This design comes from an exercise in tuning for small area, a short achievable clock period and few clock cycles per item on the open sky130 flow, not from production work. The RTL was checked by simulation tests, not by an equivalence proof against the original design. No activity file was given, so power comes from the tool's default toggle rates.

==> design/flow/design.v <==
`timescale 1ns / 1ps
`default_nettype none
package vpa_pkg;
    localparam int MAX_BLOCKS_DEF = 16;
    localparam int ADDR_WIDTH_DEF = 16;
    localparam int PARTITIONS_DEF = 4;
    localparam int PART_W    = 14;
    localparam int FIELD_W   = 16;
    localparam int OPC_W     = 3;
    localparam int CNT_OUT_W = 5;
    localparam int CFG_IDX_W = 4;
    localparam logic [OPC_W-1:0] OPC_FIRST   = 3'd0;
    localparam logic [OPC_W-1:0] OPC_BEST    = 3'd1;
    localparam logic [OPC_W-1:0] OPC_WORST   = 3'd2;
    localparam logic [OPC_W-1:0] OPC_RELEASE = 3'd3;
    localparam logic [OPC_W-1:0] OPC_RELOAD  = 3'd4;
    typedef enum logic [2:0] {
        ST_ALLOCATED,
        ST_NO_FIT,
        ST_RELEASED,
        ST_NOT_FOUND,
        ST_TABLE_FULL,
        ST_RELOADED
    } status_t;
    typedef enum logic [0:0] {
        ALU_ADD,
        ALU_SUB
    } alu_op_t;
    typedef struct packed {
        logic zero;
        logic carry;
        logic c_lt_d;
        logic c_gt_d;
    } alu_flags_t;
    typedef struct packed {
        logic [OPC_W-1:0]   opcode;
        logic [FIELD_W-1:0] request_size;
        logic [FIELD_W-1:0] release_address;
    } req_t;
    typedef struct packed {
        status_t              status;
        logic [FIELD_W-1:0]   granted_address;
        logic [CNT_OUT_W-1:0] entries_in_use;
    } rsp_t;
    function automatic logic [PART_W-1:0] part_reset(input int p);
        case (p)
            0:       part_reset = 14'd100;
            1:       part_reset = 14'd200;
            2:       part_reset = 14'd50;
            default: part_reset = '0;
        endcase
    endfunction
endpackage
`default_nettype wire
`timescale 1ns / 1ps
`default_nettype none
module variable_partition_allocator (
    input  wire logic                            clk,
    input  wire logic                            rst_n,
    input  wire logic                            cfg_wen,
    input  wire logic [vpa_pkg::CFG_IDX_W-1:0]   cfg_index,
    input  wire logic [vpa_pkg::PART_W-1:0]      cfg_data,
    input  wire logic                            req_valid,
    output logic                                 req_ready,
    input  wire vpa_pkg::req_t                   req_data,
    output logic                                 rsp_valid,
    input  wire logic                            rsp_ready,
    output vpa_pkg::rsp_t                        rsp_data
);
    localparam int N  = 16;
    logic [vpa_pkg::PART_W-1:0] part [4];
    logic        q_valid;
    logic [2:0]  q_op;
    logic [15:0] q_arg;       
    logic [15:0] q_size;
    logic [15:0] q_addr;
    logic        q_worst;     
    logic [15:0]  sz [N];
    logic [15:0]  st [1:N-1];
    logic [N-1:0] used;
    logic [4:0]   cnt;
    logic         init_done;
    logic [1:0]   bw_ph;      
    logic [N-1:0] bw_cand;    
    logic         rl_cont;    
    logic        rsp_v;
    logic [2:0]  rsp_st;
    logic [15:0] rsp_ga;
    assign rsp_valid = rsp_v;
    assign rsp_data  = {rsp_st, rsp_ga, cnt};
    logic is_first, is_best, is_worst, is_alloc, is_rel, is_rld;
    assign q_size   = q_arg;
    assign q_addr   = q_arg;
    assign is_first = (q_op == vpa_pkg::OPC_FIRST);
    assign is_best  = (q_op == vpa_pkg::OPC_BEST);
    assign is_worst = q_worst;
    assign is_alloc = (q_op == vpa_pkg::OPC_FIRST) || (q_op == vpa_pkg::OPC_BEST) ||
                      (q_op == vpa_pkg::OPC_WORST);
    assign is_rel   = (q_op == vpa_pkg::OPC_RELEASE);
    assign is_rld   = (q_op == vpa_pkg::OPC_RELOAD);
    logic [15:0]  stx [0:N+1];     
    logic [15:0]  szx [0:N+1];     
    logic [N+1:0] usx;             
    logic [N-1:0] valid;
    logic [N-1:0] fit;
    logic [N-1:0] exact;
    logic         sz_nz;
    always_comb
    begin
        stx[0] = 16'd0;
        for (int i = 1; i < N; i++)
            stx[i] = st[i];
        stx[N]   = 16'd0;
        stx[N+1] = 16'd0;
        for (int i = 0; i < N; i++)
            szx[i] = sz[i];
        szx[N]   = 16'd0;
        szx[N+1] = 16'd0;
        usx = {2'b00, used};
        sz_nz = (q_size != 16'd0);
        for (int i = 0; i < N; i++)
        begin
            valid[i] = (cnt > 5'(i));
            fit[i]   = !used[i] && (sz[i] >= q_size) && sz_nz;
            exact[i] = (sz[i] == q_size);
        end
    end
    function automatic logic [N-1:0] lowest(input logic [N-1:0] v);
        logic [N-1:0] below;
        below[0] = 1'b0;
        for (int i = 1; i < N; i++)
            below[i] = below[i-1] || v[i-1];
        lowest = v & ~below;
    endfunction
    function automatic logic upper_wins(input logic ca, input logic [15:0] sa,
                                        input logic cb, input logic [15:0] sb,
                                        input logic worst);
        upper_wins = !ca || (cb && (worst ? (sb > sa) : (sb < sa)));
    endfunction
    logic [N-1:0] t_c0;
    logic [7:0]   t_c1;
    logic [15:0]  t_s1 [8];
    logic [7:0]   t_i1;             
    logic [3:0]   t_c2;
    logic [1:0]   t_i2 [4];         
    logic [2:0]   g_win [4];        
    logic [15:0]  t_s2 [4];
    logic [1:0]   t_c3;
    logic [15:0]  t_s3 [2];
    logic [1:0]   t_i3;             
    logic         t_i4;             
    logic [3:0]   t_pick;
    logic [N-1:0] cand_a;
    logic [N-1:0] cand_b;
    always_comb
    begin
        t_c0 = is_worst ? ~used : fit;
        for (int j = 0; j < 8; j++)
        begin
            t_i1[j] = upper_wins(t_c0[2*j], sz[2*j], t_c0[2*j+1], sz[2*j+1], is_worst);
            t_c1[j] = t_c0[2*j] || t_c0[2*j+1];
            t_s1[j] = t_i1[j] ? sz[2*j+1] : sz[2*j];
        end
        for (int j = 0; j < 4; j++)
        begin
            if (upper_wins(t_c1[2*j], t_s1[2*j], t_c1[2*j+1], t_s1[2*j+1], is_worst))
                t_i2[j] = {1'b1, t_i1[2*j+1]};
            else
                t_i2[j] = {1'b0, t_i1[2*j]};
            t_c2[j] = t_c1[2*j] || t_c1[2*j+1];
        end
        for (int j = 0; j < 4; j++)
            t_s2[j] = sz[4*j + int'(g_win[j][1:0])];
        for (int j = 0; j < 2; j++)
        begin
            t_i3[j] = upper_wins(g_win[2*j][2], t_s2[2*j], g_win[2*j+1][2], t_s2[2*j+1], is_worst);
            t_c3[j] = g_win[2*j][2] || g_win[2*j+1][2];
            t_s3[j] = t_i3[j] ? t_s2[2*j+1] : t_s2[2*j];
        end
        t_i4 = upper_wins(t_c3[0], t_s3[0], t_c3[1], t_s3[1], is_worst);
        t_pick = {t_i4, t_i3[t_i4], t_i4 ? g_win[2 + int'(t_i3[1])][1:0] : g_win[int'(t_i3[0])][1:0]};
        cand_a = fit;
        for (int i = 0; i < N; i++)
            cand_b[i] = (t_pick == 4'(i));
    end
    logic [N-1:0] a_oh;       
    logic [N-1:0] a_above;    
    logic         a_found;
    logic         a_exact;
    logic [15:0]  a_start;
    logic [15:0]  a_size;
    logic [15:0]  a_nstart;
    logic [15:0]  a_rem;
    logic         a_full;
    logic         a_split;
    always_comb
    begin
        a_oh = lowest(bw_cand);
        a_above[0] = 1'b0;
        for (int i = 1; i < N; i++)
            a_above[i] = a_above[i-1] || bw_cand[i-1];
        a_start = 16'd0;
        a_size  = 16'd0;
        a_exact = 1'b0;
        a_found = 1'b0;
        for (int i = 0; i < N; i++)
        begin
            if (a_oh[i])
            begin
                a_start = a_start | stx[i];
                a_size  = a_size | sz[i];
                a_exact = a_exact | exact[i];
                a_found = a_found | fit[i];
            end
        end
        a_nstart = a_start + q_size;
        a_rem    = a_size - q_size;
        a_full   = (cnt == 5'd16);
        a_split  = a_found && !a_exact && !a_full;
    end
    logic [N-1:0] match;
    logic         r_found;
    logic [N-1:0] pd;           
    logic [N-1:0] pd1;          
    logic         pd_more;      
    logic [N-1:0] rsel;         
    logic         m_l;          
    logic         m_rr;         
    logic         m_r;          
    logic [N-1:0] m_head;       
    logic [N-1:0] m_above;      
    logic [N-1:0] m_osel;
    logic [15:0]  m_szm, m_szo;
    logic [15:0]  m_sum;
    logic         m_n;          
    always_comb
    begin
        for (int i = 0; i < N; i++)
            match[i] = used[i] && (stx[i] == q_addr);
        r_found = |match;
        pd[0] = 1'b0;
        for (int i = 1; i < N; i++)
            pd[i] = !used[i-1] && !used[i] && valid[i];
        pd1[0] = 1'b0;
        pd_more = 1'b0;
        for (int i = 1; i < N; i++)
        begin
            pd1[i]  = pd1[i-1] || pd[i];
            pd_more = pd_more || (pd1[i-1] && pd[i]);
        end
        m_l  = 1'b0;
        m_rr = 1'b0;
        for (int i = 0; i < N; i++)
        begin
            rsel[i] = rl_cont ? (pd[i] && !pd1[i-(i>0)] ) : match[i];
        end
        rsel[0] = rl_cont ? 1'b0 : match[0];
        for (int i = 1; i < N; i++)
            if (match[i] && !used[i-1])
                m_l = 1'b1;
        for (int i = 0; i < N - 1; i++)
            if (match[i] && !used[i+1] && valid[i+1])
                m_rr = 1'b1;
        if (rl_cont)
        begin
            m_l  = 1'b1;
            m_rr = 1'b0;
        end
        m_r = m_rr && !m_l;
        for (int i = 0; i < N; i++)
            m_osel[i] = (m_l && i + 1 < N && rsel[(i + 1 < N) ? i + 1 : 0]) ||
                        (m_r && i > 0 && rsel[(i > 0) ? i - 1 : 0]);
        m_szm = 16'd0;
        m_szo = 16'd0;
        for (int i = 0; i < N; i++)
        begin
            if (rsel[i])
                m_szm = m_szm | szx[i];
            if (m_osel[i])
                m_szo = m_szo | szx[i];
        end
        m_sum = m_szm + m_szo;
        for (int i = 0; i < N; i++)
            m_head[i] = m_l ? ((i + 1 < N) ? rsel[(i + 1 < N) ? i + 1 : 0] : 1'b0) : rsel[i];
        m_above[0] = 1'b0;
        for (int i = 1; i < N; i++)
            m_above[i] = m_above[i-1] || m_head[i-1];
        m_n = m_l || m_r;
    end
    logic [15:0] ps [4];        
    logic [15:0] rl_sz [4];
    logic [15:0] rl_st [4];
    logic [4:0]  rl_cnt;
    always_comb
    begin
        ps[0] = 16'd0;
        ps[1] = 16'(part[0]);
        ps[2] = ps[1] + 16'(part[1]);
        ps[3] = ps[2] + 16'(part[2]);
        for (int j = 0; j < 4; j++)
        begin
            rl_sz[j] = 16'd0;
            rl_st[j] = 16'd0;
        end
        rl_cnt = 5'd0;
        for (int q = 0; q < 4; q++)
        begin
            if (part[q] != '0)
            begin
                for (int j = 0; j < 4; j++)
                begin
                    if (rl_cnt == 5'(j))
                    begin
                        rl_sz[j] = 16'(part[q]);
                        rl_st[j] = ps[q];
                    end
                end
                rl_cnt = rl_cnt + 5'd1;
            end
        end
    end
    logic        go;           
    logic        done;         
    logic [2:0]  r_status;
    logic [15:0] r_ga;
    logic        do_alloc;
    logic        do_rel;
    logic        do_rld;
    logic        r_act;
    always_comb
    begin
        go       = q_valid && (!rsp_v || rsp_ready);
        done     = 1'b1;
        r_status = vpa_pkg::ST_NO_FIT;
        r_ga     = 16'd0;
        r_act    = r_found || rl_cont;
        if (is_alloc)
        begin
            if (bw_ph != 2'd2)
                done = 1'b0;
            if (!a_found)
                r_status = vpa_pkg::ST_NO_FIT;
            else if (!a_exact && a_full)
                r_status = vpa_pkg::ST_TABLE_FULL;
            else
            begin
                r_status = vpa_pkg::ST_ALLOCATED;
                r_ga     = a_start;
            end
        end
        else if (is_rel)
        begin
            r_status = r_act ? vpa_pkg::ST_RELEASED : vpa_pkg::ST_NOT_FOUND;
            if (rl_cont ? pd_more : (r_found && (|pd || (m_l && m_rr))))
                done = 1'b0;
        end
        else if (is_rld)
            r_status = vpa_pkg::ST_RELOADED;
        do_alloc = go && is_alloc && done && a_found && (a_exact || !a_full);
        do_rel   = go && is_rel && r_act;
        do_rld   = (go && is_rld) || !init_done;
    end
    assign req_ready = !q_valid || (go && done);
    always_ff @(posedge clk or negedge rst_n)
    begin
        if (!rst_n)
        begin
            for (int p = 0; p < 4; p++)
                part[p] <= vpa_pkg::part_reset(p);
        end
        else if (cfg_wen)
        begin
            for (int p = 0; p < 4; p++)
                if (cfg_index == 4'(p))
                    part[p] <= cfg_data;
        end
    end
    always_ff @(posedge clk or negedge rst_n)
    begin
        if (!rst_n)
        begin
            q_valid   <= 1'b0;
            rsp_v     <= 1'b0;
            bw_ph     <= 2'd0;
            rl_cont   <= 1'b0;
            init_done <= 1'b0;
        end
        else
        begin
            init_done <= 1'b1;
            if (req_ready)
                q_valid <= req_valid;
            if (rsp_v && rsp_ready)
                rsp_v <= 1'b0;
            if (go && done)
                rsp_v <= 1'b1;
            if (go)
            begin
                bw_ph   <= (!is_alloc || bw_ph == 2'd2) ? 2'd0 : is_first ? 2'd2 : bw_ph + 2'd1;
                rl_cont <= is_rel && r_act && !done;
            end
        end
    end
    always_ff @(posedge clk)
    begin
        if (req_ready)
        begin
            q_op   <= req_data.opcode;
            q_arg  <= (req_data.opcode == vpa_pkg::OPC_RELEASE) ? req_data.release_address :
                                                                     req_data.request_size;
            q_worst <= (req_data.opcode == vpa_pkg::OPC_WORST);
        end
        if (go && done)
        begin
            rsp_st <= r_status;
            rsp_ga <= r_ga;
        end
        if (go)
            bw_cand <= (bw_ph == 2'd0) ? cand_a : cand_b;
        if (go && bw_ph == 2'd0)
            for (int j = 0; j < 4; j++)
                g_win[j] <= {t_c2[j], t_i2[j]};
    end
    always_ff @(posedge clk)
    begin
        if (do_rld)
        begin
            used <= '0;
            for (int i = 0; i < N; i++)
                sz[i] <= (i < 4) ? rl_sz[i] : 16'd0;
            for (int i = 1; i < 4; i++)
                st[i] <= rl_st[i];
            cnt <= rl_cnt;
        end
        else if (do_alloc)
        begin
            for (int i = 0; i < N; i++)
            begin
                if (a_oh[i])
                begin
                    used[i] <= 1'b1;
                    if (a_split)
                        sz[i] <= q_size;
                end
                else if (a_split && a_above[i])
                begin
                    if (a_oh[i-(i>0)])
                    begin
                        used[i] <= 1'b0;
                        sz[i]   <= a_rem;
                    end
                    else
                    begin
                        used[i] <= usx[i-(i>0)];
                        sz[i]   <= szx[i-(i>0)];
                    end
                end
            end
            if (a_split)
            begin
                for (int i = 1; i < N; i++)
                begin
                    if (a_above[i])
                        st[i] <= a_oh[i-1] ? a_nstart : stx[i-1];
                end
                cnt <= cnt + 5'd1;
            end
        end
        else if (do_rel)
        begin
            for (int i = 0; i < N; i++)
            begin
                if (m_head[i])
                begin
                    used[i] <= 1'b0;
                    sz[i]   <= m_sum;
                end
                else if (m_above[i])
                begin
                    used[i] <= m_n ? usx[i+1] : usx[i];
                    sz[i]   <= m_n ? szx[i+1] : szx[i];
                end
            end
            for (int i = 1; i < N; i++)
            begin
                if (m_above[i])
                    st[i] <= m_n ? stx[i+1] : stx[i];
            end
            cnt <= cnt - 5'(m_n);
        end
    end
endmodule
`default_nettype wire
==> design/flow/run.sh <==
#!/bin/bash
# synth_recipe.tcl (not shown) runs the flow's synth.tcl, then flattens the netlist and writes it again
# the make line also repeats each setting of config.mk as NAME=value (left out here)
make -C /OpenROAD-flow-scripts/flow DESIGN_CONFIG=/design/flow/config.mk WORK_HOME=/design/flow/orfs CLKGATE_MAP_FILE= SYNTH_SCRIPT=/design/flow/synth_recipe.tcl finish
==> design/flow/config.mk <==
export PLATFORM = sky130hd
export DESIGN_NAME = variable_partition_allocator
export DESIGN_NICKNAME = variable_partition_allocator
export VERILOG_FILES = /design/flow/design.v
export SDC_FILE = /design/flow/constraint.sdc
export NUM_CORES = 4
export LEC_CHECK = 0
export CAP_MARGIN = 20
export CORE_MARGIN = 2
export CORE_UTILIZATION = 35
export MIN_ROUTING_LAYER = met2
export PLACE_DENSITY = 0.45
export SLEW_MARGIN = 20
==> design/flow/constraint.sdc <==
create_clock -name core_clock -period 8.0 [get_ports {clk}]
set_input_delay 1.6000 -clock core_clock [delete_from_list [all_inputs] [get_ports {clk}]]
set_output_delay 1.6000 -clock core_clock [all_outputs]
set_load 0.01 [all_outputs]
==> results of run 1 <==
power groups by stage:
stage               sequential [uW]  clock (uW)  combinational, uW
floorplan                      4610           0               8940
global placement               5040           0              17700
detailed placement             5060           0              17800
CTS                            4990        4430              17900
cells in the mapped netlist, drive strengths merged, types with 64 or more instances:
cell | instances | share of area
o22ai | 79 | 0.0075
nor3 | 135 | 0.010
edfxtp | 376 | 0.17
mux2i | 333 | 0.049
inv | 264 | 0.015
a22oi | 127 | 0.014
o21ai | 626 | 0.046
dfxtp | 208 | 0.061
nand3 | 215 | 0.016
a222oi | 111 | 0.016
o21a | 67 | 0.0074
xnor2 | 151 | 0.019
a21oi | 647 | 0.048
nand4 | 151 | 0.014
nor2b | 75 | 0.0069
ha | 583 | 0.11
buf | 171 | 0.013
a211oi | 206 | 0.023
mux2 | 125 | 0.021
a31oi | 147 | 0.014
nor4 | 80 | 0.0078
mux4 | 64 | 0.021
nor2 | 726 | 0.040
clkbuf | 559 | 0.031
a221oi | 102 | 0.013
a21o | 84 | 0.0093
xor2 | 165 | 0.021
nand2 | 999 | 0.055
o211ai | 313 | 0.035
cell families after synthesis:
group | synth area share
DFF | 0.2505
buffers and inverters | 0.05874
and+or+nand+nor | 0.1768
adders and majority gates | 0.1094
AOI/OAI and AO/OA | 0.2727
xor gates and xnor gates | 0.04074
other | 0.00005520
muxes | 0.09100
stage by stage:
| stage | area, um^2 | cells |
|---|---|---|
| after CTS | 79470 | 11330 |
| after detailed placement | 76330 | 11170 |
| after global placement | 76310 | 11160 |
| after floorplan | 67930 | 8524 |
metal layers:
metal | global-route usage | GRT overflow
met2 | 0.8614 | 20
met5 | 0.7114 | 44
met1 | - | -
met4 | 0.6636 | 20
met3 | 0.9073 | 224
what timing repair did:
action                     in CTS
hold buffers                    0
resized for setup               4
setup buffers                   1
setup endpoints to repair       2
worst max-delay path by stage:
stage	start	endpoint	slack, ns	cells past startpoint
floorplan	q_arg[0]	sz[2][14]	1.00	31
detailed placement	q_arg[15]	g_win[3][0]	-0.34	27
CTS	q_arg[12]	g_win[3][0]	0.05	27
global placement	q_arg[12]	g_win[3][0]	-0.59	28
==> impl_metrics.toml, run 1 <==
[placement]
hpwlAfterDp_mm = 370.9
io_buffers = 83
place_congestion = 1.232
pre_cts_slack_ns = -0.3440

[global_routing]
grt_pass1_wl_mm = 781.5
grt_max_degree = 178
track_usage = 0.8309
overflow = 308
grt_pass1_vias = 123000

[clocking]
clockBufferDepth = 3
cts_root_buffer = "clkbuf_16"
cts.sinks = 646
cts_buffers = 88
htree_levels = 3

[status]
lastStage = "5_1_grt"
outcome = "aborted with a tool error"
error = "[ERROR GRT-0116] Global routing finished with congestion. Check the congestion regions in the DRC Viewer."

[synth]
syn-mean-instance-area_um2 = 7.970
synth_nets = 9171
synthFlopType = "edfxtp_1"
synthDistinctLibCells = 109
ys_seq_area_frac = 0.2505
synth_enable_flop_cells = 376
yosysWarnings = 14
synthArstFlopShare = 0.09598
syn-cell-area_um2 = 67930
synth_cells = 8524
ys_ff_latch = 646

[floorplanning]
io_pins = 84
die_h_um = 444.6
die_w_um = 444.6
start_util = 0.3524
fp-row-count = 161
Testbench counts, summed over its fixed seeds: cycles 6,344, items 3,200.
==> run 2, diff against run 1 <==
--- a/design/flow/config.mk
+++ b/design/flow/config.mk
@@ -5,9 +5,10 @@
 export SDC_FILE = /design/flow/constraint.sdc
 export NUM_CORES = 4
 export LEC_CHECK = 0
+export ABC_AREA = 1
 export CAP_MARGIN = 20
 export CORE_MARGIN = 2
-export CORE_UTILIZATION = 35
-export MIN_ROUTING_LAYER = met2
-export PLACE_DENSITY = 0.45
+export CORE_UTILIZATION = 30
+export PLACE_DENSITY = 0.4
+export SETUP_SLACK_MARGIN = 0.3
 export SLEW_MARGIN = 20
==> run 2 against run 1 <==
The run now finishes clean. Synthesized cell count grew 18%. Area after synthesis is 0.45% lower.
==> impl_metrics.toml, run 2 <==
[global_routing]
grt_pass1_wl_mm = 641.9
grt_pass1_vias = 77870
track_usage = 0.3964
grt_max_degree = 127
overflow = 0
grt_antenna_before_repair = 18

[synth]
synth_enable_flop_cells = 376
synthArstFlopShare = 0.09598
synth_nets = 10700
synthFlopType = "edfxtp_1"
ys_top_cells_by_count = "nand2_1, o21ai_0, inv_1, a21oi_1, nor2_1"
synth.area.top_cells = "edfxtp_1, nand2_1, ha_1"
syn-mean-instance-area_um2 = 6.727
synthDistinctLibCells = 71
yosys.area.top_type_share = 0.1670
ys_seq_area_frac = 0.2516
yosysWarnings = 14
yosysTopAreaCell = "edfxtp_1"
syn-cell-area_um2 = 67630
yosysMostFrequentCell = "nand2_1"
synth_cells = 10050
ys_ff_latch = 646

[power]
p_per_area_nw_per_um2 = 352.3
p_leak_uw = 0.03292
power_uw = 27590
vdd_drop_max_uv = 435.8

[detailed_routing]
drt_wl_total_mm = 473.6
vias_per_cell = 6.227
drtIter0Drc = 11070
drt_first_pass_iters = 7
wl_per_cell_um = 35.52
drc = 0
postRouteAntennaNets = 0
vias = 83040

[floorplanning]
dieArea_um2 = 229200
fp-row-count = 174
fp.coreArea_um2 = 224500
die_h_um = 478.8
io_pins = 84
start_util = 0.3013
die_w_um = 478.8

[setup_path]
rr_startpoint = "q_arg[9]"
arrival_ns = 7.97
critical_path_class = "reg2reg"
reg2reg_setup_slack_ns = 0.52
required_ns = 8.49
end_kind = "flop"
cpPeakStageDelay_ns = 0.47
critical-path-slowest-cell = "fa_1"
critPathLaunchType = "flop"
worst-path-max-fanout = 16
path_delay_family = "compound AO/OA/AOI/OAI gates"
cp_common_cell = "nand2_1"
critPathBufInv = 6
crit_start = "q_arg[9]"

[clocking]
cts_tree = "yes"
ctsHoldBuffers = 0
clock_latency_ns = 0.79
cts.sinks = 646
clockBufferDepth = 3
path_clk_slew_ns = 0.07
cts_root_buffer = "clkbuf_16"
htree_levels = 3
cts_buffers = 95

[finish]
largest_register_ffs = 256
final_cell_mix = "nand2_1, o21ai_0, inv_1"
fin_nets = 10910
reg.largest.list = "sz x256, st x240, part x56"
drive_above_1_share = 0.09644
instances_no_fill = 13340
max_flop_register = "sz"
final_common_cell = "nand2_1"
area_delta_synth_final_pct = 15.78
final_area_um2 = 78300

[sta]
rsz0062_at_grt = "no"
max_slew_margin = 0.05983
hold_viol = 0
tightest_slew_ns = 1.397
period_needed_ns = 7.479
period_share = 0.9349
timing.final.max_slew_violations = 0
fmaxAchievable_ghz = 0.1337
setup_viol = 0
skew_ns = 0.04036
fin_setup_tns_ns = 0

[placement]
place_inst = 13140
dpl-instance-area_um2 = 75030
io_buffers = 83
place_congestion = 1.039
hpwlAfterDp_mm = 371.9

[hold_path]
hp-start = "bw_ph[0]"
hold_class = "reg2reg"

[status]
outcome = "timing/DRC/antenna clean"

[flow_run]
cap_violations = 0
run 2: where the power goes:
part	internal, uW	switching (uW)	leakage (uW)
clock	2470	2020	0.00154
sequential	4170	610	0.00596
combinational	4740	13600	0.0254
total	11400	16200	0.0329
run 2: logic make-up (layout without fill, tap and decap cells):
family	Yosys count	after routing	synth area share
adders and majority gates	589	589	0.1096
buffers and inverters	1622	1906	0.09400
AOI/OAI and AO/OA	3479	3479	0.3120
DFF	646	646	0.2516
and+or+nand+nor	3601	3601	0.2171
other	1	6	0.00005545
muxes	16	16	0.002664
xor gates and xnor gates	100	100	0.01295
run 2: layout make-up:
class | instances | area (um^2)
Antenna cell | 5 | 12.51
Clock buffer | 137 | 2758
Clock inverter | 39 | 347.8
Fill cell | 24610 | 146200
Inverter | 996 | 3764
Multi-Input combinational cell | 7786 | 44530
Sequential cell | 646 | 17020
Tap cell | 2992 | 3744
Timing Repair Buffer | 734 | 6130
run 2: repair_timing:
action / in CTS / in global routing
endpoints found under the hold margin: 0 / 0
setup endpoints to repair: 0 / 102
buffers inserted: 0 / 8
gates resized for setup: 0 / 26
run 2: routing by layer:
layer / share of wire / GRT usage / vias to the layer above
met5: 0.00012 / 0 / -
met4: 0.078 / 0.2607 / 8
met3: 0.087 / 0.06893 / 1113
met2: 0.43 / 0.6152 / 4955
met1: 0.40 / 0.5044 / 40760
li1: - / - / 36200
run 2: worst paths after layout:
| kind | to | cells after the start |
|---|---|---|
| min in group asynchronous | part[0][7] | 1 |
| setup reg to reg | sz[1][6] | 36 |
| setup / recovery | sz[1][6] | 36 |
| hold reg to reg | bw_ph[0] | 1 |
| hold / removal | bw_ph[0] | 1 |
| max in group asynchronous | rsp_v | 2 |
run 2: stage by stage:
step	utilization	hold slack, ns	setup slack [ns]
2_1_floorplan	-	0.4516	1.968
3_3_place_gp	0.3343	0.4776	0.3667
3_5_place_dp	0.3343	0.4902	0.3943
4_1_cts	0.3481	0.5012	0.3749
5_1_grt	0.3488	0.5476	0.3445
6_report	0.3488	0.5084	0.5209
==> run 3, diff against run 2 <==
--- a/design/flow/config.mk
+++ b/design/flow/config.mk
@@ -5,7 +5,6 @@
 export SDC_FILE = /design/flow/constraint.sdc
 export NUM_CORES = 4
 export LEC_CHECK = 0
-export ABC_AREA = 1
 export CAP_MARGIN = 20
 export CORE_MARGIN = 2
 export CORE_UTILIZATION = 30
==> run 3 against run 2 <==
Still clean on timing, DRC and antenna. Fmax down 2.8%. Via count down 8.1%. Sequential power up 8.4%. Critical path depth down 11. Cell count down 12%. First-iteration DRC count down 3.1%. Synthesized cell count down 15%. Setup slack worse by 0.21 ns. Worst hold slack worse by 0.018 ns. Area after synthesis up 0.45%. Routed wire length down 1.0%. Critical path type unchanged. Largest cell class unchanged.
==> impl_metrics.toml, run 3 <==
[status]
outcome = "timing/DRC/antenna clean"

[setup_path]
end_kind = "flop"
critPathLaunchType = "flop"
arrival_ns = 8.24
cp_common_cell = "buf_4"
critPathBufInv = 5
path_delay_family = "compound AO/OA/AOI/OAI gates"
worst-path-max-fanout = 18
cpPeakStageDelay_ns = 0.57
required_ns = 8.55
critical_path_class = "reg2reg"
critical-path-slowest-cell = "or4_1"

[clocking]
cts_buffers = 93
clockBufferDepth = 3
cts_tree = "yes"
path_clk_slew_ns = 0.06
htree_levels = 3
cts_root_buffer = "clkbuf_16"
clock_latency_ns = 0.82
cts.sinks = 646

[finish]
instances_no_fill = 11710
largest_register_ffs = 256
fin_nets = 9272
drive_above_1_share = 0.1387
seq_area_um2 = 17020
multi_input_area_um2 = 47840
area_delta_synth_final_pct = 17.09
max_flop_register = "sz"
final_area_um2 = 79550
reg.largest.list = "sz x256, st x240, part x56"
utilization = 0.3537
final_common_cell = "nand2_1"
fillers = 23450
final_cell_mix = "nand2_1, nor2_1, a21oi_1"

[global_routing]
grt_antenna_before_repair = 18
grt_pass1_wl_mm = 632.6
track_usage = 0.3928
grt_max_degree = 107
overflow = 0
grt_pass1_vias = 71640

[placement]
pre_cts_slack_ns = 0.06952
dpl-instance-area_um2 = 75830
place_congestion = 1.028
io_buffers = 83
hpwlAfterDp_mm = 357.2
place_inst = 11510

[synth]
ys_seq_area_frac = 0.2505
yosysMostFrequentCell = "nand2_1"
yosysTopAreaCell = "edfxtp_1"
synth_enable_flop_cells = 376
yosysWarnings = 14
synthDistinctLibCells = 109
synthFlopType = "edfxtp_1"
synth.area.top_cells = "edfxtp_1, ha_1, dfxtp_1"
synth_cells = 8524
yosys.area.top_type_share = 0.1662
ys_top_cells_by_count = "nand2_1, nor2_1, a21oi_1, o21ai_0, ha_1"
synthArstFlopShare = 0.09598
syn-cell-area_um2 = 67930
ys_ff_latch = 646
synth_nets = 9171
syn-mean-instance-area_um2 = 7.970

[sta]
setup_viol = 0
fin_setup_tns_ns = 0
period_share = 0.9616
fin_ws_ns = 0.3070
max_slew_margin = 0.1800
tightest_slew_ns = 1.223
fmaxAchievable_ghz = 0.1300
rsz0062_at_grt = "yes"
timing.final.max_slew_violations = 0
skew_ns = 0.06879
period_needed_ns = 7.693
hold_viol = 0

[floorplanning]
fp.coreArea_um2 = 224900
die_w_um = 479.9
fp-row-count = 174
die_h_um = 479.9
dieArea_um2 = 230300
start_util = 0.3021
io_pins = 84

[flow_run]
cap_violations = 0

[detailed_routing]
drt_first_pass_iters = 9
drtIter0Drc = 10720
drc = 0
postRouteAntennaNets = 0
wl_per_cell_um = 40.05
drt_wl_total_mm = 468.9
vias_per_cell = 6.518
vias = 76310

[power]
vdd_drop_max_uv = 492.8
p_per_area_nw_per_um2 = 351.0
p_leak_uw = 0.03042

[hold_path]
hold_class = "reg2reg"
-- run 3: cell types whose count changed after synthesis, sizes merged, moves of 111 or more --
cell	delta
o221ai	-163
a21oi	-179
nand2	-1358
o22ai	-162
inv	-716
a222oi	+111
xnor2	+136
o21ai	-654
mux2i	+333
-- run 3: cells by family after synthesis --
logic type      synth area share
flops                     0.2505
compound gates            0.2727
other cells           0.00005520
fa+ha+maj                 0.1094
buf+inv                  0.05874
xor+xnor                 0.04074
simple gates              0.1768
mux                      0.09100
-- run 3: final cells by class --
cell class,instances,share of cell area
clock buffer,131,0.03509
inverter,266,0.01269
antenna,10,0.0003146
sequential,646,0.2140
timing repair buffer,736,0.08182
tap,2992,0.04706
clock inverter,44,0.007676
multi-input combinational,6882,0.6014
-- run 3: routing by layer --
layer | routed length, um | up-vias | track usage
li1 | - | 32450 | -
met1 | 189600 | 38190 | 0.5026
met3 | 42290 | 1135 | 0.08550
met5 | 61 | - | 0
met2 | 204200 | 4528 | 0.6070
met4 | 32730 | 8 | 0.2280
-- run 3: path summary, 6_finish.rpt --
check	start	end	slack [ns]	depth (start not counted)
max	q_arg[13]	g_win[2][0]	0.31	25
min	bw_ph[0]	bw_ph[0]	0.49	1
max reg2reg	q_arg[13]	g_win[2][0]	0.31	25
max in group asynchronous	rst_n	rl_cont	6.24	2
min reg2reg	bw_ph[0]	bw_ph[0]	0.49	1
min in group asynchronous	rst_n	part[2][9]	0.70	1
-- run 3: where the power goes --
group	internal, uW	switching [uW]	total [uW]
combinational	5280	12700	18000
sequential	4170	1010	5180
clock	2750	2030	4780
total	12200	15700	27900
-- run 3: per-stage QoR --
stage                     hold WS (ns)  power (uW)
after floorplan                 0.4567       13550
after global placement          0.4849       22460
after detailed placement        0.4812       22490
after CTS                       0.4924       27310
after global routing            0.5358       28610
final                           0.4908       27920
-- run 3: timing repair --
action / CTS / global route
hold buffers: 0 / 0
setup buffers: 0 / 16
setup endpoints to repair: 75 / 104
pin swaps: 0 / 3
resized for setup: 7 / 24
==> run 4, diff against run 3 <==
--- a/design/flow/config.mk
+++ b/design/flow/config.mk
@@ -5,9 +5,10 @@
 export SDC_FILE = /design/flow/constraint.sdc
 export NUM_CORES = 4
 export LEC_CHECK = 0
+export ABC_AREA = 1
 export CAP_MARGIN = 20
 export CORE_MARGIN = 2
 export CORE_UTILIZATION = 30
 export PLACE_DENSITY = 0.4
-export SETUP_SLACK_MARGIN = 0.3
+export SETUP_SLACK_MARGIN = 1.0
 export SLEW_MARGIN = 20
==> run 4 against run 3 <==
Still clean. Clock skew shrank 0.025 ns. Worst hold slack gained 0.015 ns. Register-to-register slack gained 0.84 ns. Design area shrank 0.15%. Via count grew 9.0%. Critical endpoint is now sz[1][6].
==> impl_metrics.toml, run 4 <==
[finish]
instances_no_fill = 13380
fin_nets = 10950
largest_register_ffs = 256
area_delta_synth_final_pct = 17.44
final_cell_mix = "nand2_1, o21ai_0, inv_1"
final_common_cell = "nand2_1"
drive_above_1_share = 0.1115
max_flop_register = "sz"
utilization = 0.3538
reg.largest.list = "sz x256, st x240, part x56"
final_area_um2 = 79420

[global_routing]
grt_pass1_wl_mm = 642.0
grt_max_degree = 127
overflow = 0
grt_pass1_vias = 78040
grt_antenna_before_repair = 19
track_usage = 0.3965

[placement]
hpwlAfterDp_mm = 371.9
place_congestion = 1.039
io_buffers = 83
pre_cts_slack_ns = 0.3943
dpl-instance-area_um2 = 75030
place_inst = 13140

[detailed_routing]
wl_per_cell_um = 35.47
vias = 83210
drt_wl_total_mm = 474.6
vias_per_cell = 6.219
drtIter0Drc = 10950
drt_first_pass_iters = 7
postRouteAntennaNets = 0
drc = 0

[synth]
ys_seq_area_frac = 0.2516
synth_nets = 10700
syn-mean-instance-area_um2 = 6.727
synthArstFlopShare = 0.09598
synth_cells = 10050
yosysWarnings = 14
synth_enable_flop_cells = 376
syn-cell-area_um2 = 67630
ys_ff_latch = 646
synthDistinctLibCells = 71
synth.area.top_cells = "edfxtp_1, nand2_1, ha_1"
synthFlopType = "edfxtp_1"
yosys.area.top_type_share = 0.1670
yosysMostFrequentCell = "nand2_1"
ys_top_cells_by_count = "nand2_1, o21ai_0, inv_1, a21oi_1, nor2_1"
yosysTopAreaCell = "edfxtp_1"

[setup_path]
crit_start = "q_arg[3]"
critical-path-slowest-cell = "fa_1"
r2r_cells = 36
critical_path_class = "reg2reg"
rr_startpoint = "q_arg[3]"
cp_common_cell = "nand2_1"
critical_path.endpoint = "sz[1][6]"
critPathLaunchType = "flop"
worst-path-max-fanout = 22
required_ns = 8.50
end_kind = "flop"
arrival_ns = 7.35
worstReg2RegEnd = "sz[1][6]"
reg2reg_setup_slack_ns = 1.15
cpPeakStageDelay_ns = 0.46

[sta]
fin_setup_tns_ns = 0
period_needed_ns = 6.854
fmaxAchievable_ghz = 0.1459
setup_viol = 0
period_share = 0.8567
hold_viol = 0
rsz0062_at_grt = "no"
max_slew_margin = 0.06547
skew_ns = 0.04333
fin_ws_ns = 1.146
timing.final.max_slew_violations = 0
tightest_slew_ns = 1.389

[clocking]
htree_levels = 3
cts.sinks = 646
cts_tree = "yes"
cts_root_buffer = "clkbuf_16"
clockBufferDepth = 3
clock_latency_ns = 0.79
path_clk_slew_ns = 0.07
cts_buffers = 95

[floorplanning]
dieArea_um2 = 229200
start_util = 0.3013
die_h_um = 478.8
fp.coreArea_um2 = 224500
fp-row-count = 174
io_pins = 84
die_w_um = 478.8

[power]
p_leak_uw = 0.03329
p_per_area_nw_per_um2 = 351.7
vdd_drop_max_uv = 425.3

[hold_path]
hold_class = "reg2reg"

[flow_run]
cap_violations = 0

[status]
outcome = "timing/DRC/antenna clean"
-- run 4: cell types whose count changed after synthesis, moves of 136 or more --
cell      change
mux2i_1     -333
inv_1       +684
nand2_1    +1344
o221ai_1    +163
xnor2_1     -136
o21ai_0     +614
o22ai_1     +164
a21oi_1     +177
-- run 4: how the worst min path moves through the flow --
stage | start | endpoint | slack (ns) | depth (start not counted)
3_3_place_gp | bw_ph[0] | bw_ph[0] | 0.48 | 1
2_1_floorplan | bw_ph[0] | bw_ph[0] | 0.45 | 1
3_5_place_dp | bw_ph[0] | bw_ph[0] | 0.49 | 1
6_report | bw_ph[0] | bw_ph[0] | 0.51 | 1
4_1_cts | bw_ph[0] | bw_ph[0] | 0.50 | 1
5_1_grt | part[0][2] | part[0][2] | 0.55 | 2
-- run 4: cell families (layout without fill, tap and decap cells) --
kind of cell / Yosys count / count (layout) / synth area share
xor gates and xnor gates: 100 / 100 / 0.01295
buffers and inverters: 1622 / 1951 / 0.09400
DFF: 646 / 646 / 0.2516
muxes: 16 / 16 / 0.002664
AOI/OAI and AO/OA: 3479 / 3479 / 0.3120
adders and majority gates: 589 / 589 / 0.1096
and+or+nand+nor: 3601 / 3602 / 0.2171
other: 1 / 5 / 0.00005545
-- run 4: per-layer routing --
metal / up-vias / global-route usage / share of wire
li1: 36280 / - / -
met1: 40840 / 0.5049 / 0.40
met2: 4913 / 0.6143 / 0.43
met3: 1173 / 0.06778 / 0.085
met4: 6 / 0.2641 / 0.080
met5: - / 0 / 0.000057
-- run 4: cell type report --
type	instances	area [um^2]
Timing Repair Buffer	777	6616
Sequential cell	646	17020
Clock inverter	39	347.8
Multi-Input combinational cell	7787	45090
Antenna cell	4	10.01
Inverter	996	3827
Tap cell	2992	3744
Timing Repair inverter	2	12.51
Fill cell	24550	145000
Clock buffer	137	2758
-- run 4: worst max-delay path, delay by kind of cell (launching register included) --
| kind | cells | cell delay [ns] |
|---|---|---|
| AO/OA/AOI/OAI | 12 | 2.29 |
| AND/OR/NAND/NOR | 15 | 1.79 |
| buffers and inverters | 6 | 1.26 |
| adder cells (fa/ha/maj) | 2 | 0.68 |
| flip-flops | 1 | 0.40 |
| XOR/XNOR | 1 | 0.08 |
-- run 4: what timing repair did --
action | in CTS | in global routing
hold buffers | 0 | 0
setup buffers | 17 | 35
setup endpoints to repair | 182 | 226
pin swaps | 1 | 18
gates cloned | 0 | 3
gates resized for setup | 49 | 179
-- run 4: metrics by stage --
step / power [uW] / hold WS (ns)
after floorplan: 12840 / 0.4516
after global placement: 22410 / 0.4776
after detailed placement: 22440 / 0.4902
after CTS: 27060 / 0.5012
after global routing: 28640 / 0.5476
final: 27930 / 0.5057
-- run 4: report_power, final --
| part | total [uW] | switching (uW) | internal [uW] |
|---|---|---|---|
| registers | 4780 | 613 | 4170 |
| clock network | 4500 | 2030 | 2470 |
| logic | 18700 | 13700 | 4920 |
==> run 5, diff against run 4 <==
--- a/design/flow/config.mk
+++ b/design/flow/config.mk
@@ -10,5 +10,6 @@
 export CORE_MARGIN = 2
 export CORE_UTILIZATION = 30
 export PLACE_DENSITY = 0.4
-export SETUP_SLACK_MARGIN = 1.0
+export SETUP_SLACK_MARGIN = 0.6
 export SLEW_MARGIN = 20
+export TNS_END_PERCENT = 100
==> run 5 against run 4 <==
Sequential power hardly changed. Area after synthesis unchanged. Utilization fell by 0.38 points. Setup slack got worse by 0.46 ns. Combinational power hardly changed. Non-clock buffer count decreased by 28. Routed wire length is 0.23% lower. Sequential share of layout area up 0.23 points. Critical path type unchanged. Largest cell class unchanged. Largest power group unchanged.
==> impl_metrics.toml, run 5 <==
[hold_path]
hold_path_depth = 1
hold_class = "reg2reg"
hold_end = "bw_ph[0]"
hp-start = "bw_ph[0]"

[finish]
reg.largest.list = "sz x256, st x240, part x56"
fillers = 24600
final_cell_mix = "nand2_1, o21ai_0, inv_1"
final_common_cell = "nand2_1"
drive_above_1_share = 0.09987
multi_input_area_um2 = 44630
area_delta_synth_final_pct = 16.17
largest_register_ffs = 256
fin_nets = 10920
utilization = 0.3500
max_flop_register = "sz"
seq_area_um2 = 17020

[synth]
ys_top_cells_by_count = "nand2_1, o21ai_0, inv_1, a21oi_1, nor2_1"
synth_top_family_by_area = "compound AO/OA/AOI/OAI gates"
synth-xor-area-share = 0.01295
syn-mean-instance-area_um2 = 6.727
yosys.area.top_type_share = 0.1670
synthMuxAreaShare = 0.002664
ys_seq_area_frac = 0.2516
yosysWarnings = 14
synthArstFlopShare = 0.09598
synth_nets = 10700
synth_compound_area_frac = 0.3120
synthFlopType = "edfxtp_1"
synth.area.top_cells = "edfxtp_1, nand2_1, ha_1"
synthDistinctLibCells = 71
synthSimpleGateAreaFrac = 0.2171
synth_enable_flop_cells = 376
yosysMostFrequentCell = "nand2_1"
synth_cells = 10050
synth_adder_area_share = 0.1096
syn-cell-area_um2 = 67630
yosysTopAreaCell = "edfxtp_1"
ys_ff_latch = 646

[setup_path]
critical-path-slowest-cell = "nor2_1"
critical_path_class = "reg2reg"
arrival_ns = 7.77
reg2reg_setup_slack_ns = 0.69
rr_startpoint = "q_arg[14]"
cpPeakStageDelay_ns = 0.69
end_kind = "flop"
r2r_cells = 29
worst-path-max-fanout = 16
critPathLaunchType = "flop"
cp_common_cell = "buf_4"
required_ns = 8.46
worstReg2RegEnd = "g_win[1][0]"

[floorplanning]
dieArea_um2 = 229200
die_h_um = 478.8
start_util = 0.3013
die_w_um = 478.8
io_pins = 84
fp.coreArea_um2 = 224500
fp-row-count = 174

[power]
p_per_area_nw_per_um2 = 351.7
vdd_drop_max_uv = 430.3
p_leak_uw = 0.03304
power_uw = 27630

[global_routing]
grt_antenna_before_repair = 16
grt_max_degree = 127
grt_util_met1 = 0.5047
grt_util_met3 = 0.06884
grt_pass1_vias = 77910
grt_busiest_layer = "met2"
grtUsageMet2 = 0.6141
overflow = 0
track_usage = 0.3965
grt_pass1_wl_mm = 642.0

[detailed_routing]
drc = 0
vias_per_cell = 6.200
drt_first_pass_iters = 11
drtIter0Drc = 10840
vias = 82810
drt_wl_total_mm = 473.5
postRouteAntennaNets = 0
wl_per_cell_um = 35.46

[sta]
period_needed_ns = 7.314
hold_viol = 0
fin_setup_tns_ns = 0
max_slew_margin = 0.1168
tightest_slew_ns = 1.313
setup_viol = 0
fin_ws_ns = 0.6862
skew_ns = 0.03888
period_share = 0.9142
fmaxAchievable_ghz = 0.1367
rsz0062_at_grt = "yes"
timing.final.max_slew_violations = 0
whs_ns = 0.5059

[status]
outcome = "timing/DRC/antenna clean"

[clocking]
clockBufferDepth = 3
cts_root_buffer = "clkbuf_16"
htree_levels = 3
ctsHoldBuffers = 0
clock_latency_ns = 0.78
cts.sinks = 646
path_clk_slew_ns = 0.06
cts_tree = "yes"
cts_buffers = 95

[placement]
io_buffers = 83
place_congestion = 1.039
pre_cts_slack_ns = 0.3943
hpwlAfterDp_mm = 371.9

[flow_run]
cap_violations = 0
[run 5: logic make-up (layout without fill, tap and decap cells)]
| logic type | Yosys count | after routing |
|---|---|---|
| muxes | 16 | 16 |
| other | 1 | 11 |
| adders and majority gates | 589 | 589 |
| DFF | 646 | 646 |
| AOI/OAI and AO/OA | 3479 | 3479 |
| buffers and inverters | 1622 | 1921 |
| and+or+nand+nor | 3601 | 3601 |
| xor gates and xnor gates | 100 | 100 |
[run 5: how the worst max path moves through the flow]
stage                            from          end  slack [ns]  cells after the start
after CTS                 g_win[3][0]   bw_cand[5]        0.60                     36
after floorplan              q_arg[0]    sz[1][12]        1.97                     41
after global placement       q_arg[4]    sz[7][14]        0.37                     39
after global routing      g_win[3][0]  bw_cand[14]        0.59                     43
final                       q_arg[14]  g_win[1][0]        0.69                     29
after detailed placement  g_win[0][1]  bw_cand[13]        0.39                     39
[run 5: area by class of cell]
class | count | share of cell area
Clock buffer | 137 | 0.03510
Inverter | 996 | 0.04800
Tap cell | 2992 | 0.04765
Antenna cell | 10 | 0.0003185
Clock inverter | 39 | 0.004427
Multi-Input combinational cell | 7786 | 0.5681
Sequential cell | 646 | 0.2166
Timing Repair Buffer | 749 | 0.07981
[run 5: timing repair]
action,CTS,global route
buffers inserted,3,20
hold endpoints to repair,0,0
pin swaps,0,1
cloned,0,0
resized for setup,13,50
endpoints found under the setup margin,44,130
[run 5: per-layer routing]
metal,vias up,part of all wire
met3,1144,0.089
met1,40570,0.40
met2,4877,0.43
met4,8,0.079
met5,-,0.00012
li1,36210,-
[run 5: report_power, final]
part / internal, uW / switching [uW] / total [uW] / leakage (uW)
Clock: 2470 / 2020 / 4490 / 0.00154
Sequential: 4170 / 601 / 4770 / 0.00596
Combinational: 4770 / 13600 / 18400 / 0.0255
Total: 11400 / 16200 / 27600 / 0.0330
[run 5: critical path: cells and delay by family, from the launching register on]
| family | cells | cell delay, ns |
|---|---|---|
| AOI/OAI and AO/OA | 9 | 1.63 |
| adders and majority gates | 2 | 0.48 |
| buffers and inverters | 8 | 1.82 |
| DFF | 1 | 0.41 |
| and+or+nand+nor | 10 | 2.58 |
[run 5: per-stage QoR]
stage / std cells / instance area (um^2)
CTS: 13320 / 78190
global route: 13350 / 78540
detailed placement: 13140 / 75030
floorplan: 10050 / 67630
global placement: 13140 / 75030
finish: 13360 / 78560
==> run 6, diff against run 5 <==
--- a/design/flow/config.mk
+++ b/design/flow/config.mk
@@ -10,6 +10,5 @@
 export CORE_MARGIN = 2
 export CORE_UTILIZATION = 30
 export PLACE_DENSITY = 0.4
-export SETUP_SLACK_MARGIN = 0.6
+export SETUP_SLACK_MARGIN = 1.5
 export SLEW_MARGIN = 20
-export TNS_END_PERCENT = 100
==> run 6 against run 5 <==
Non-clock buffer count increased by 104. Critical endpoint unchanged. Synthesized cell count did not move. Cell count rose by 0.79%. Largest power group unchanged. Via count rose by 1.2%. Critical path depth unchanged. Die area stayed put.
==> impl_metrics.toml, run 6 <==
[clocking]
cts.sinks = 646
cts_root_buffer = "clkbuf_16"
htree_levels = 3
cts_buffers = 95
ctsHoldBuffers = 0
clockBufferDepth = 3
cts_tree = "yes"
clock_latency_ns = 0.79
path_clk_slew_ns = 0.07

[detailed_routing]
drt_first_pass_iters = 7
postRouteAntennaNets = 0
wl_per_cell_um = 35.51
drtIter0Drc = 11500
drt_wl_total_mm = 477.9
vias = 83810
vias_per_cell = 6.227
drc = 0

[setup_path]
critical_path_class = "reg2reg"
critPathLaunchType = "flop"
required_ns = 8.48
worst-path-max-fanout = 24
cpPeakStageDelay_ns = 0.44
arrival_ns = 7.10
end_kind = "flop"
critical-path-slowest-cell = "edfxtp_1"

[synth]
yosysTopAreaCell = "edfxtp_1"
synth_cells = 10050
synthArstFlopShare = 0.09598
synth_enable_flop_cells = 376
synthFlopType = "edfxtp_1"
yosysWarnings = 14
yosysMostFrequentCell = "nand2_1"
syn-mean-instance-area_um2 = 6.727
synth.area.top_cells = "edfxtp_1, nand2_1, ha_1"
ys_seq_area_frac = 0.2516
synthDistinctLibCells = 71
syn-cell-area_um2 = 67630
ys_ff_latch = 646
synth_nets = 10700
yosys.area.top_type_share = 0.1670
ys_top_cells_by_count = "nand2_1, o21ai_0, inv_1, a21oi_1, nor2_1"

[finish]
max_flop_register = "sz"
fin_nets = 11030
largest_register_ffs = 256
reg.largest.list = "sz x256, st x240, part x56"
area_delta_synth_final_pct = 20.03
final_common_cell = "nand2_1"
drive_above_1_share = 0.1320
final_cell_mix = "nand2_1, o21ai_0, inv_1"

[sta]
whs_ns = 0.5029
tightest_slew_ns = 1.116
fmaxAchievable_ghz = 0.1510
hold_viol = 0
rsz0062_at_grt = "yes"
period_needed_ns = 6.624
period_share = 0.8280
timing.final.max_slew_violations = 0
setup_viol = 0
fin_setup_tns_ns = 0
max_slew_margin = 0.2480
skew_ns = 0.04557

[placement]
io_buffers = 83
hpwlAfterDp_mm = 371.9
place_congestion = 1.039

[global_routing]
grt_pass1_vias = 78510
grt_pass1_wl_mm = 645.4
overflow = 0
track_usage = 0.3985
grt_max_degree = 127
grt_antenna_before_repair = 21

[power]
power.internal_uw = 12080
p_per_area_nw_per_um2 = 355.0
clkPwrFrac = 0.156
seqPwrFrac = 0.166
p_leak_uw = 0.03396
vdd_drop_max_uv = 428.4
combPwrFrac = 0.678
switching_power_uw = 16740
switching_share = 0.5808

[hold_path]
hold_class = "reg2reg"

[flow_run]
cap_violations = 0

[floorplanning]
die_w_um = 478.8
start_util = 0.3013
io_pins = 84
fp-row-count = 174
dieArea_um2 = 229200
die_h_um = 478.8
fp.coreArea_um2 = 224500

[status]
outcome = "timing/DRC/antenna clean"
[run 6: cell type report]
cell class	instances	area (um^2)
Fill cell	24440	143300
Multi-Input combinational cell	7786	45880
Sequential cell	646	17020
Timing Repair Buffer	853	7505
Inverter	996	3885
Tap cell	2992	3744
Clock buffer	137	2758
Clock inverter	39	347.8
Antenna cell	9	22.52
Timing Repair inverter	2	12.51
[run 6: kinds of logic after synthesis]
family	count (synthesis)	share of synthesized area
AOI/OAI and AO/OA	3479	0.3120
xor gates and xnor gates	100	0.01295
adders and majority gates	589	0.1096
buffers and inverters	1622	0.09400
DFF	646	0.2516
muxes	16	0.002664
other	1	0.00005545
and+or+nand+nor	3601	0.2171
[run 6: repair_timing]
action                                  4_1_cts  5_1_grt
hold endpoints to repair                      0        0
buffers inserted                             71       52
endpoints found under the setup margin      528      411
resized for setup                           232      289
cloned                                        3        5
pin swaps                                    17       56
[run 6: per-layer routing]
metal  share of wire  global-route usage  up-vias
met5        0.000027                   0        -
met1            0.40              0.5088    41110
met2            0.43              0.6161     5054
met4           0.080              0.2665        2
met3           0.088             0.06711     1195
li1                -                   -    36450
[run 6: path summary, 6_finish.rpt]
path                               start           to  slack, ns  depth (start not counted)
worst min register to register  bw_ph[0]     bw_ph[0]       0.50                          1
min in group asynchronous          rst_n   part[0][7]       0.67                          1
max in group asynchronous          rst_n      q_valid       6.23                          2
worst max-delay path            q_arg[3]  g_win[1][0]       1.38                         29
worst min-delay path            bw_ph[0]     bw_ph[0]       0.50                          1
worst max register to register  q_arg[3]  g_win[1][0]       1.38                         29
[run 6: worst max-delay path, delay by kind of cell (launching register included)]
kind / cells / cell delay [ns]
buffers and inverters: 6 / 1.49
flip-flops: 1 / 0.44
adder cells (fa/ha/maj): 2 / 0.68
AND/OR/NAND/NOR: 10 / 1.50
AO/OA/AOI/OAI: 11 / 2.10
[run 6: through the flow]
step                        util  instance area [um^2]  cells  worst slack (ns)  total power, uW
after global placement    0.3343                 75030  13140            0.3667            22410
after detailed placement  0.3343                 75030  13140            0.3943            22440
final                     0.3617                 81180  13460             1.376            28820
after floorplan                -                 67630  10050             1.968            12840
after CTS                 0.3544                 79540  13390             1.400            27560
after global routing      0.3616                 81160  13450             1.277            29540
[run 6: power by group through the flow]
stage	clock, uW	sequential, uW	combinational, uW
after global routing	4620	4800	20100
after global placement	0	4830	17600
final	4490	4790	19500
after CTS	4530	4740	18300
after detailed placement	0	4820	17600
after floorplan	0	4560	8270
==> run 7, diff against run 6 <==
--- a/design/flow/config.mk
+++ b/design/flow/config.mk
@@ -10,5 +10,5 @@
 export CORE_MARGIN = 2
 export CORE_UTILIZATION = 30
 export PLACE_DENSITY = 0.4
-export SETUP_SLACK_MARGIN = 1.5
+export SETUP_SLACK_MARGIN = 2.0
 export SLEW_MARGIN = 20
==> run 7 against run 6 <==
Now fails the layout checks on capacitance limit, slew limit. Worst hold slack got worse by 0.015 ns. Combinational power is 9% higher. Fmax decreased by 1.0%. Sequential power up 0.8%. Global-route usage grew 0.87 points. Non-clock buffer count grew 171. Sequential share of layout area fell by 1.6 points. First-iteration DRC count is 3.1% higher. Setup slack got worse by 0.069 ns. Register-to-register slack got worse by 0.07 ns. Flip-flop and latch count did not move. Critical path type unchanged. Critical endpoint is now sz[2][10].
==> impl_metrics.toml, run 7 <==
[power]
seqPwrFrac = 0.157
switching_power_uw = 17770
p_leak_uw = 0.03634
switching_share = 0.5789
power.internal_uw = 12930
clkPwrFrac = 0.149
vdd_drop_max_uv = 275.3
p_per_area_nw_per_um2 = 349.2
combPwrFrac = 0.694

[detailed_routing]
drt_wl_total_mm = 497.0
drt_first_pass_iters = 7
drtIter0Drc = 11850
vias = 86370
wl_per_cell_um = 36.41
vias_per_cell = 6.327
postRouteAntennaNets = 0
drc = 0

[status]
violations = "capacitance limit, slew limit"
outcome = "failed layout checks"

[floorplanning]
io_pins = 84
die_w_um = 478.8
die_h_um = 478.8
fp-row-count = 174
fp.coreArea_um2 = 224500
start_util = 0.3013
dieArea_um2 = 229200

[clocking]
cts_tree = "yes"
ctsHoldBuffers = 0
cts_root_buffer = "clkbuf_16"
cts_buffers = 95
cts.sinks = 646
htree_levels = 3
clockBufferDepth = 3
path_clk_slew_ns = 0.06
clock_latency_ns = 0.82

[placement]
hpwlAfterDp_mm = 372.9
pre_cts_slack_ns = -0.4209
place_congestion = 1.071
io_buffers = 83

[setup_path]
worst-path-max-fanout = 11
critical-path-slowest-cell = "edfxtp_1"
cp_common_cell = "buf_6"
end_kind = "flop"
critPathBufInv = 12
path_delay_family = "buffers and inverters"
cpPeakStageDelay_ns = 0.53
arrival_ns = 7.22
reg2reg_setup_slack_ns = 1.31
rr_startpoint = "q_arg[14]"
worstReg2RegEnd = "sz[2][10]"
r2r_cells = 42
required_ns = 8.53
critPathLaunchType = "flop"
critical_path_class = "reg2reg"

[sta]
max_slew_margin = -0.1120
fin_ws_ns = 1.307
skew_ns = 0.06145
tightest_slew_ns = 1.651
setup_viol = 0
rsz0062_at_grt = "yes"
period_share = 0.8366
period_needed_ns = 6.693
hold_viol = 0
fmaxAchievable_ghz = 0.1494
timing.final.max_slew_violations = 5

[synth]
ys_seq_area_frac = 0.2516
ys_top_cells_by_count = "nand2_1, o21ai_0, inv_1, a21oi_1, nor2_1"
ys_ff_latch = 646
syn-cell-area_um2 = 67630
yosys.area.top_type_share = 0.1670
syn-mean-instance-area_um2 = 6.727
synthArstFlopShare = 0.09598
yosysMostFrequentCell = "nand2_1"
synth_enable_flop_cells = 376
yosysTopAreaCell = "edfxtp_1"
synthDistinctLibCells = 71
synth.area.top_cells = "edfxtp_1, nand2_1, ha_1"
yosysWarnings = 14
synthFlopType = "edfxtp_1"
synth_cells = 10050
synth_nets = 10700

[global_routing]
grt_util_met3 = 0.08471
grt_busiest_layer = "met2"
grt_max_degree = 144
grt_util_met1 = 0.5251
grtUsageMet2 = 0.6111
grt_antenna_before_repair = 30
grt_pass1_wl_mm = 659.1
track_usage = 0.4072
grt_pass1_vias = 78870
overflow = 0

[finish]
reg.largest.list = "sz x256, st x240, part x56"
fin_nets = 11210
utilization = 0.3917
drive_above_1_share = 0.1949
largest_register_ffs = 256
final_cell_mix = "nand2_1, o21ai_0, inv_1"
final_common_cell = "nand2_1"
area_delta_synth_final_pct = 30.00
max_flop_register = "sz"

[hold_path]
hp-start = "bw_ph[0]"
hold_path_depth = 1
hold_class = "reg2reg"
hold_end = "bw_ph[0]"

[flow_run]
cap_violations = 1
[run 7: cell counts after synthesis]
No cell type changed its count.
[run 7: area by class of cell]
class	count	area, um^2
timing repair buffer	1024	10620
timing repair inverter	9	81.33
tap	2992	3744
clock buffer	135	2731
antenna	17	42.54
sequential	646	17020
multi-input combinational	7787	49200
inverter	996	4034
clock inverter	44	440.4
fill	23580	136500
[run 7: through the flow]
step	setup TNS [ns]	instances	instance area [um^2]	power, uW	hold WS [ns]
global placement	-2.430	13080	74820	22200	0.4802
CTS	0	13410	81850	28160	0.4887
finish	0	13650	87910	30700	0.4880
global route	0	13640	87880	31310	0.4955
detailed placement	-3.615	13080	74820	22170	0.4812
floorplan	0	10050	67630	12840	0.4516
[run 7: what timing repair did]
| item | CTS | global route |
|---|---|---|
| endpoints found under the hold margin | 0 | 0 |
| setup buffers | 146 | 197 |
| endpoints found under the setup margin | 831 | 788 |
| gates resized for setup | 592 | 1033 |
| pin swaps | 108 | 388 |
| cloned | 11 | 24 |
[run 7: cells by family (layout without fill, tap and decap cells)]
kind of cell / after synthesis / after routing / synth area share
simple gates: 3601 / 3602 / 0.2171
compound gates: 3479 / 3479 / 0.3120
buf+inv: 1622 / 2208 / 0.09400
flops: 646 / 646 / 0.2516
fa+ha+maj: 589 / 589 / 0.1096
xor+xnor: 100 / 100 / 0.01295
mux: 16 / 16 / 0.002664
other cells: 1 / 18 / 0.00005545
[run 7: routing by layer]
metal | wire length [um] | share of wire
met1 | 196100 | 0.39
met2 | 208400 | 0.42
met3 | 48500 | 0.098
met4 | 43890 | 0.088
met5 | 77 | 0.00015
[run 7: power by group through the flow]
| stage | sequential [uW] | clock (uW) | combinational (uW) |
|---|---|---|---|
| after global routing | 4840 | 4710 | 21800 |
| after floorplan | 4560 | 0 | 8270 |
| final | 4830 | 4580 | 21300 |
| after detailed placement | 4860 | 0 | 17300 |
| after global placement | 4870 | 0 | 17300 |
| after CTS | 4780 | 4620 | 18800 |
[run 7: how the worst max path moves through the flow]
stage | from | to | depth (start not counted)
2_1_floorplan | q_arg[0] | sz[1][12] | 38
3_3_place_gp | g_win[0][0] | bw_cand[12] | 31
3_5_place_dp | g_win[0][0] | bw_cand[0] | 31
4_1_cts | q_arg[5] | g_win[3][0] | 32
5_1_grt | q_arg[9] | sz[12][10] | 43
6_report | q_arg[14] | sz[2][10] | 42

## what the ideal ports hide
No port has a modelled driver above. Below, the same layouts with a new extraction and two added sets of constraints.
Step 1 assumes that a clkbuf_16 drives the clock port and a buf_2 every other input.
Step 2 moves the port delays by t, midway between the first and last clock arrival at a register: inputs arrive t later, outputs are due t later. That takes back most of the time a late clock gives input paths.
Three values: ideal ports, drivers, drivers and shift; two values: the first two.
run | t (ns) | setup WS [ns] | worst setup path after step 2
run 2 | 0.857 | 0.521 / 0.521 / 0.521 | register to register
run 3 | 0.877 | 0.307 / 0.307 / 0.307 | register to register
run 4 | 0.861 | 1.146 / 1.146 / 1.146 | register to register
run 5 | 0.857 | 0.686 / 0.686 / 0.686 | register to register
run 6 | 0.861 | 1.376 / 1.376 / 1.376 | register to register
run 7 | 0.884 | 1.307 / 1.307 / 1.307 | register to register
